From an optimization exercise on the open Yosys and OpenROAD flow, aimed at small area, a short achievable clock period and few clock cycles per item; shortcuts taken in it are not production practice.
Only simulation tests tie the RTL to the original design; equivalence was not proved.

==> violet: inputs <==
Design execute_stage, start of the top module:
module execute_stage
#(
  parameter int DATA_W = legv8_pkg::DATA_W_DEFAULT
) (
  input  logic              clk,
  input  logic              reset,
  input  logic              ID_EX_Valid,
  input  logic              ID_EX_RegWrite,
  input  logic              ID_EX_MemRead,
  input  logic              ID_EX_MemWrite,
  input  logic              ID_EX_MemtoReg,
  input  logic              ID_EX_Branch,
  input  logic              ID_EX_ALUSrc,
  input  logic [3:0]        ID_EX_ALUOp,
  input  logic [4:0]        ID_EX_RegisterRd,
  input  logic [DATA_W-1:0] ID_EX_PC,
  input  logic [DATA_W-1:0] ID_EX_ReadData1,
  input  logic [DATA_W-1:0] ID_EX_ReadData2,
  input  logic [DATA_W-1:0] ID_EX_SignExtImm,
  input  logic [1:0]        ForwardA,
  input  logic [1:0]        ForwardB,
  input  logic [DATA_W-1:0] WB_WriteData,
  input  logic              flush,
  output logic              ex_stall,
  output logic              EX_MEM_Valid,
  output logic              EX_MEM_RegWrite,
  output logic              EX_MEM_MemRead,
  output logic              EX_MEM_MemWrite,
  output logic              EX_MEM_MemtoReg,
  output logic              EX_MEM_Branch,
  output logic              EX_MEM_Zero,
  output logic [4:0]        EX_MEM_RegisterRd,
  output logic [DATA_W-1:0] EX_MEM_ALUResult,
  output logic [DATA_W-1:0] EX_MEM_WriteData,
  output logic [DATA_W-1:0] EX_MEM_BranchTarget
);
  logic        r_busy;        
  logic fa_ex, fa_wb, fa_rf, fb_ex, fb_wb, fb_rf;
  logic [63:0] w_op_a, w_fwd_b, w_op_b;
  assign fa_ex = (ForwardA == FWD_EXMEM);
  assign fa_wb = (ForwardA == FWD_WB);
  assign fb_ex = (ForwardB == FWD_EXMEM);
  assign fb_wb = (ForwardB == FWD_WB);
  ...
Settings: LEC_CHECK=0, CAP_MARGIN=30, CORE_MARGIN=2, CORE_UTILIZATION=40, SETUP_SLACK_MARGIN=4.0, SLEW_MARGIN=30, SYNTH_HIERARCHICAL=1, SYNTH_MINIMUM_KEEP_SIZE=0, TNS_END_PERCENT=10; clock period 10.0 ns.
standard.sh (not shown) runs the stock make flow with config.mk's settings and CLKGATE_MAP_FILE= SYNTH_SCRIPT=/design/flow/synth_recipe.tcl, a recipe that flattens the netlist after the stock synthesis.
==> flow/flow/run.sh <==
#!/bin/bash
# The standard layout, with every input and output port buffered by a buf_1
# (the default port buffer is a slow delay buffer); the resizer upsizes the
# ones on critical paths. Make's full output goes to flow_make.log here;
# ORFS's per-step logs stay under orfs/logs/.
set -euo pipefail
bash standard.sh BUFFER_PORTS_ARGS="-buffer_cell sky130_fd_sc_hd__buf_1" finish > flow_make.log 2>&1
==> raven (differences from violet) <==
--- a/flow/design.v
+++ b/flow/design.v
@@ -176,39 +176,37 @@
   assign is_eor   = (ID_EX_ALUOp == ALU_EOR);
   assign is_nor   = (ID_EX_ALUOp == ALU_NOR);
   assign is_lsl   = (ID_EX_ALUOp == ALU_LSL);
   assign is_lsr   = (ID_EX_ALUOp == ALU_LSR);
   assign is_mul   = (ID_EX_ALUOp == ALU_MUL);
   logic        w_addsub;
   logic [63:0] w_b_x, w_p, w_g, w_sum;
   logic        w_zero_sum;
-  logic w_sub;
-  assign w_sub    = ID_EX_ALUOp[2] & ID_EX_ALUOp[1] & !ID_EX_ALUOp[0];
-  assign w_addsub = !ID_EX_ALUOp[3] & ID_EX_ALUOp[1] & !ID_EX_ALUOp[0];
-  assign w_b_x    = w_op_b ^ {64{w_sub}};
+  assign w_addsub = is_add | is_sub;
+  assign w_b_x    = w_op_b ^ {64{is_sub}};
   ex_addsub u_add (
     .i_a    (w_op_a),
     .i_b    (w_b_x),
-    .i_cin  (w_sub),
+    .i_cin  (is_sub),
     .o_sum  (w_sum),
     .o_p    (w_p),
     .o_g    (w_g),
     .o_zero (w_zero_sum)
   );
   logic        t_11, t_01, t_00;
   logic [63:0] w_bitwise;
   assign t_11 = is_and | is_orr;
   assign t_01 = is_orr | is_eor;
   assign t_00 = is_nor;
   assign w_bitwise = ({64{t_11}} & w_g) | ({64{t_01}} & w_p) | ({64{t_00}} & ~(w_p | w_g)) |
                      ({64{is_passb}} & w_op_b);
   logic [63:0] w_shift;
   logic        w_is_shift, w_zero_shift;
-  assign w_is_shift = ID_EX_ALUOp[3] & !ID_EX_ALUOp[2] & !ID_EX_ALUOp[1];   
+  assign w_is_shift = is_lsl | is_lsr;
   ex_shifter u_shift (
     .i_a    (w_op_a),
     .i_amt  (w_op_b[5:0]),
     .i_lsr  (ID_EX_ALUOp[0]),    
     .o_y    (w_shift),
     .o_zero (w_zero_shift)
   );
   logic        sel_sum, sel_bitwise, sel_shift;
==> flow/config.mk (replaced) <==
export PLATFORM = sky130hd
export DESIGN_NAME = execute_stage
export DESIGN_NICKNAME = execute_stage
export VERILOG_FILES = /design/flow/design.v
export SDC_FILE = /design/flow/constraint.sdc
export NUM_CORES = 4
export LEC_CHECK = 0
export CAP_MARGIN = 20
export CORE_MARGIN = 2
export CORE_UTILIZATION = 40
export SETUP_SLACK_MARGIN = 4.0
export SLEW_MARGIN = 20
export SYNTH_HIERARCHICAL = 1
export SYNTH_MINIMUM_KEEP_SIZE = 0
export TNS_END_PERCENT = 10
==> xenon (differences from violet) <==
--- a/flow/design.v
+++ b/flow/design.v
@@ -38,29 +38,29 @@
     end
     w_row[8] = {i_p[47:0], 16'b0};
     for (int j = 0; j < 8; j++) begin
       w_row[8][2*j] = i_neg[j];
     end
   end
   logic [63:0] s1, c1, s2, c2, s3, c3, s4, c4, s5, c5, s6, c6, s7, c7;
   assign s1 = w_row[0] ^ w_row[1] ^ w_row[2];
-  assign c1 = {(w_row[0][62:0] & w_row[1][62:0]) | (w_row[0][62:0] & w_row[2][62:0]) | (w_row[1][62:0] & w_row[2][62:0]), 1'b0};
+  assign c1 = {(w_row[0][62:0] & w_row[1][62:0]) | (w_row[2][62:0] & (w_row[0][62:0] ^ w_row[1][62:0])), 1'b0};
   assign s2 = w_row[3] ^ w_row[4] ^ w_row[5];
-  assign c2 = {(w_row[3][62:0] & w_row[4][62:0]) | (w_row[3][62:0] & w_row[5][62:0]) | (w_row[4][62:0] & w_row[5][62:0]), 1'b0};
+  assign c2 = {(w_row[3][62:0] & w_row[4][62:0]) | (w_row[5][62:0] & (w_row[3][62:0] ^ w_row[4][62:0])), 1'b0};
   assign s3 = w_row[6] ^ w_row[7] ^ w_row[8];
-  assign c3 = {(w_row[6][62:0] & w_row[7][62:0]) | (w_row[6][62:0] & w_row[8][62:0]) | (w_row[7][62:0] & w_row[8][62:0]), 1'b0};
+  assign c3 = {(w_row[6][62:0] & w_row[7][62:0]) | (w_row[8][62:0] & (w_row[6][62:0] ^ w_row[7][62:0])), 1'b0};
   assign s4 = s1 ^ c1 ^ s2;
-  assign c4 = {(s1[62:0] & c1[62:0]) | (s1[62:0] & s2[62:0]) | (c1[62:0] & s2[62:0]), 1'b0};
+  assign c4 = {(s1[62:0] & c1[62:0]) | (s2[62:0] & (s1[62:0] ^ c1[62:0])), 1'b0};
   assign s5 = c2 ^ s3 ^ c3;
-  assign c5 = {(c2[62:0] & s3[62:0]) | (c2[62:0] & c3[62:0]) | (s3[62:0] & c3[62:0]), 1'b0};
+  assign c5 = {(c2[62:0] & s3[62:0]) | (c3[62:0] & (c2[62:0] ^ s3[62:0])), 1'b0};
   assign s6 = s4 ^ c4 ^ s5;
-  assign c6 = {(s4[62:0] & c4[62:0]) | (s4[62:0] & s5[62:0]) | (c4[62:0] & s5[62:0]), 1'b0};
+  assign c6 = {(s4[62:0] & c4[62:0]) | (s5[62:0] & (s4[62:0] ^ c4[62:0])), 1'b0};
   assign s7 = s6 ^ c6 ^ c5;
-  assign c7 = {(s6[62:0] & c6[62:0]) | (s6[62:0] & c5[62:0]) | (c6[62:0] & c5[62:0]), 1'b0};
+  assign c7 = {(s6[62:0] & c6[62:0]) | (c5[62:0] & (s6[62:0] ^ c6[62:0])), 1'b0};
   logic [63:0] w_cp, w_cg;
   add64_ks u_cpa (
     .i_a   (s7),
     .i_b   (c7),
     .i_cin (1'b0),
     .o_sum (o_p),
     .o_p   (w_cp),
     .o_g   (w_cg)
@@ -154,24 +154,28 @@
   logic fa_ex, fa_wb, fa_rf, fb_ex, fb_wb, fb_rf;
   logic [63:0] w_op_a, w_fwd_b, w_op_b;
   assign fa_ex = (ForwardA == FWD_EXMEM);
   assign fa_wb = (ForwardA == FWD_WB);
   assign fb_ex = (ForwardB == FWD_EXMEM);
   assign fb_wb = (ForwardB == FWD_WB);
   fwd_same u_fa_rf (.i_f(ForwardA), .o_same(fa_rf));
   fwd_same u_fb_rf (.i_f(ForwardB), .o_same(fb_rf));
-  assign w_op_a  = ({64{fa_ex}} & EX_MEM_ALUResult) | ({64{fa_wb}} & WB_WriteData) |
-                   ({64{fa_rf}} & ID_EX_ReadData1);
-  assign w_fwd_b = ({64{fb_ex}} & EX_MEM_ALUResult) | ({64{fb_wb}} & WB_WriteData) |
-                   ({64{fb_rf}} & ID_EX_ReadData2);
-  assign w_op_b  = ({64{ID_EX_ALUSrc}} & ID_EX_SignExtImm) |
-                   ({64{!ID_EX_ALUSrc && fb_ex}} & EX_MEM_ALUResult) |
-                   ({64{!ID_EX_ALUSrc && fb_wb}} & WB_WriteData) |
-                   ({64{!ID_EX_ALUSrc && fb_rf}} & ID_EX_ReadData2);
+  logic [63:0] w_a_exwb, w_b_exwb, w_ob_exwb, w_ob_imrf;
+  vec_ao22 u_a1  (.i_s1(fa_ex), .i_x1(EX_MEM_ALUResult), .i_s2(fa_wb), .i_x2(WB_WriteData),
+                  .o_y(w_a_exwb));
+  vec_ao21 u_a2  (.i_t(w_a_exwb), .i_s(fa_rf), .i_x(ID_EX_ReadData1), .o_y(w_op_a));
+  vec_ao22 u_b1  (.i_s1(fb_ex), .i_x1(EX_MEM_ALUResult), .i_s2(fb_wb), .i_x2(WB_WriteData),
+                  .o_y(w_b_exwb));
+  vec_ao21 u_b2  (.i_t(w_b_exwb), .i_s(fb_rf), .i_x(ID_EX_ReadData2), .o_y(w_fwd_b));
+  vec_ao22 u_ob1 (.i_s1(!ID_EX_ALUSrc && fb_ex), .i_x1(EX_MEM_ALUResult),
+                  .i_s2(!ID_EX_ALUSrc && fb_wb), .i_x2(WB_WriteData), .o_y(w_ob_exwb));
+  vec_ao22 u_ob2 (.i_s1(ID_EX_ALUSrc), .i_x1(ID_EX_SignExtImm),
+                  .i_s2(!ID_EX_ALUSrc && fb_rf), .i_x2(ID_EX_ReadData2), .o_y(w_ob_imrf));
+  assign w_op_b = w_ob_exwb | w_ob_imrf;
   logic is_and, is_orr, is_add, is_sub, is_passb, is_eor, is_nor, is_lsl, is_lsr, is_mul;
   assign is_and   = (ID_EX_ALUOp == ALU_AND);
   assign is_orr   = (ID_EX_ALUOp == ALU_ORR);
   assign is_add   = (ID_EX_ALUOp == ALU_ADD);
   assign is_sub   = (ID_EX_ALUOp == ALU_SUB);
   assign is_passb = (ID_EX_ALUOp == ALU_PASSB);
   assign is_eor   = (ID_EX_ALUOp == ALU_EOR);
   assign is_nor   = (ID_EX_ALUOp == ALU_NOR);
@@ -476,8 +480,25 @@
   input  logic [3:0] i_op,
   input  logic       i_busy,
   input  logic       i_more,
   output logic       o_stall
 );
   assign o_stall = !i_reset && !i_flush &&
                    ((i_valid && (i_op == legv8_pkg::ALU_MUL) && !i_busy) || i_more);
 endmodule
+module vec_ao22 (
+  input  logic        i_s1,
+  input  logic [63:0] i_x1,
+  input  logic        i_s2,
+  input  logic [63:0] i_x2,
+  output logic [63:0] o_y
+);
+  assign o_y = ({64{i_s1}} & i_x1) | ({64{i_s2}} & i_x2);
+endmodule
+module vec_ao21 (
+  input  logic [63:0] i_t,
+  input  logic        i_s,
+  input  logic [63:0] i_x,
+  output logic [63:0] o_y
+);
+  assign o_y = i_t | ({64{i_s}} & i_x);
+endmodule
==> flow/config.mk (replaced) <==
export PLATFORM = sky130hd
export DESIGN_NAME = execute_stage
export DESIGN_NICKNAME = execute_stage
export VERILOG_FILES = /design/flow/design.v
export SDC_FILE = /design/flow/constraint.sdc
export NUM_CORES = 4
export LEC_CHECK = 0
export CAP_MARGIN = 20
export CORE_MARGIN = 2
export CORE_UTILIZATION = 45
export SETUP_SLACK_MARGIN = 4.0
export SLEW_MARGIN = 20
export SYNTH_HIERARCHICAL = 1
export SYNTH_MINIMUM_KEEP_SIZE = 0
export TNS_END_PERCENT = 10
==> flow_summary.toml <==
[sta]
hold_ws_ps = 492.8

[logic_synthesis]
synthesis.area_mm2 = 0.05801

[finish]
multiInputGateArea_mm2 = 0.04803
num-nets-final = 9102
clockBufferCount = 56
layout-drive-gt1-share = 0.1360

[floorplan]
die-area_mm2 = 0.1481
fp.coreArea_mm2 = 0.1438

[routing]
wirelength_um = 426100
route.detailed.wl_per_inst_um = 41.38

[worst_setup_path]
crit_path_start = "ID_EX_ALUOp[1]"

[outcome]
status = "complete, no violations"
The numbers above come from raven.

==> flow_summary.toml <==
[outcome]
status = "complete, no violations"

[finish]
layout-drive-gt1-share = 0.1444
multiInputGateArea_mm2 = 0.04762
num-nets-final = 8960
clockBufferCount = 54

[routing]
route.detailed.wl_per_inst_um = 40.88
wirelength_um = 414200

[floorplan]
fp.coreArea_mm2 = 0.1438
die-area_mm2 = 0.1481

[sta]
grt_setup_unrepaired = "true"
hold_ws_ps = 483.1
fin_crit_ps = 6317

[logic_synthesis]
synthesis.area_mm2 = 0.05803

[worst_setup_path]
crit_path_start = "ForwardA[1]"
The numbers above come from violet.

==> flow_summary.toml <==
[outcome]
status = "complete, no violations"

[worst_setup_path]
crit_path_start = "ForwardB[1]"

[floorplan]
fp.coreArea_mm2 = 0.1277

[sta]
hold_ws_ps = 497.2

[logic_synthesis]
ys_warn_count = 16
synthesis.area_mm2 = 0.05795

[routing]
route.detailed.wl_per_inst_um = 45.93

[finish]
multiInputGateArea_mm2 = 0.04777
clockBufferCount = 47
layout-drive-gt1-share = 0.1577
num-nets-final = 8589
The numbers above come from xenon.

Testbench counts of violet, summed over its fixed seeds: cycles 6,499, instrs 4,800.
Testbench counts of raven, summed over its fixed seeds: cycles 6,499, instrs 4,800.
Testbench counts of xenon, summed over its fixed seeds: cycles 6,499, instrs 4,800.

[separate check: timing with driven ports]
The results above use ideal ports. As a check the final layouts listed here were re-extracted and re-timed, cells and wires unchanged.
Step 1, drivers: a clkbuf_16 drives clk and a buf_2 each remaining input, both assumed.
Step 2 moves the port delays by t, midway between the first and last clock arrival at a register: inputs arrive t later, outputs are due t later. That takes back most of the time a late clock gives input paths.
a / b / c = no drivers / after step 1 / after step 2; a / b = the first two.
run	t, ns	setup WS [ns]	worst hold slack (ns)	clock arrival spread, ns	cell pins on the clock port's net
violet	0.719	3.683 / 3.737 / 3.018	0.483 / 0.483 / 0.483	0.088 / 0.087	1
raven	0.718	3.776 / 3.729 / 3.011	0.493 / 0.493 / 0.493	0.081 / 0.080	1
xenon	0.754	3.154 / 3.206 / 2.452	0.497 / 0.497 / 0.497	0.022 / 0.022	1
After both steps every run listed still meets setup and hold. The setup slack of raven, which loses most, moves by -0.047 ns with the drivers and by -0.765 ns with both steps.
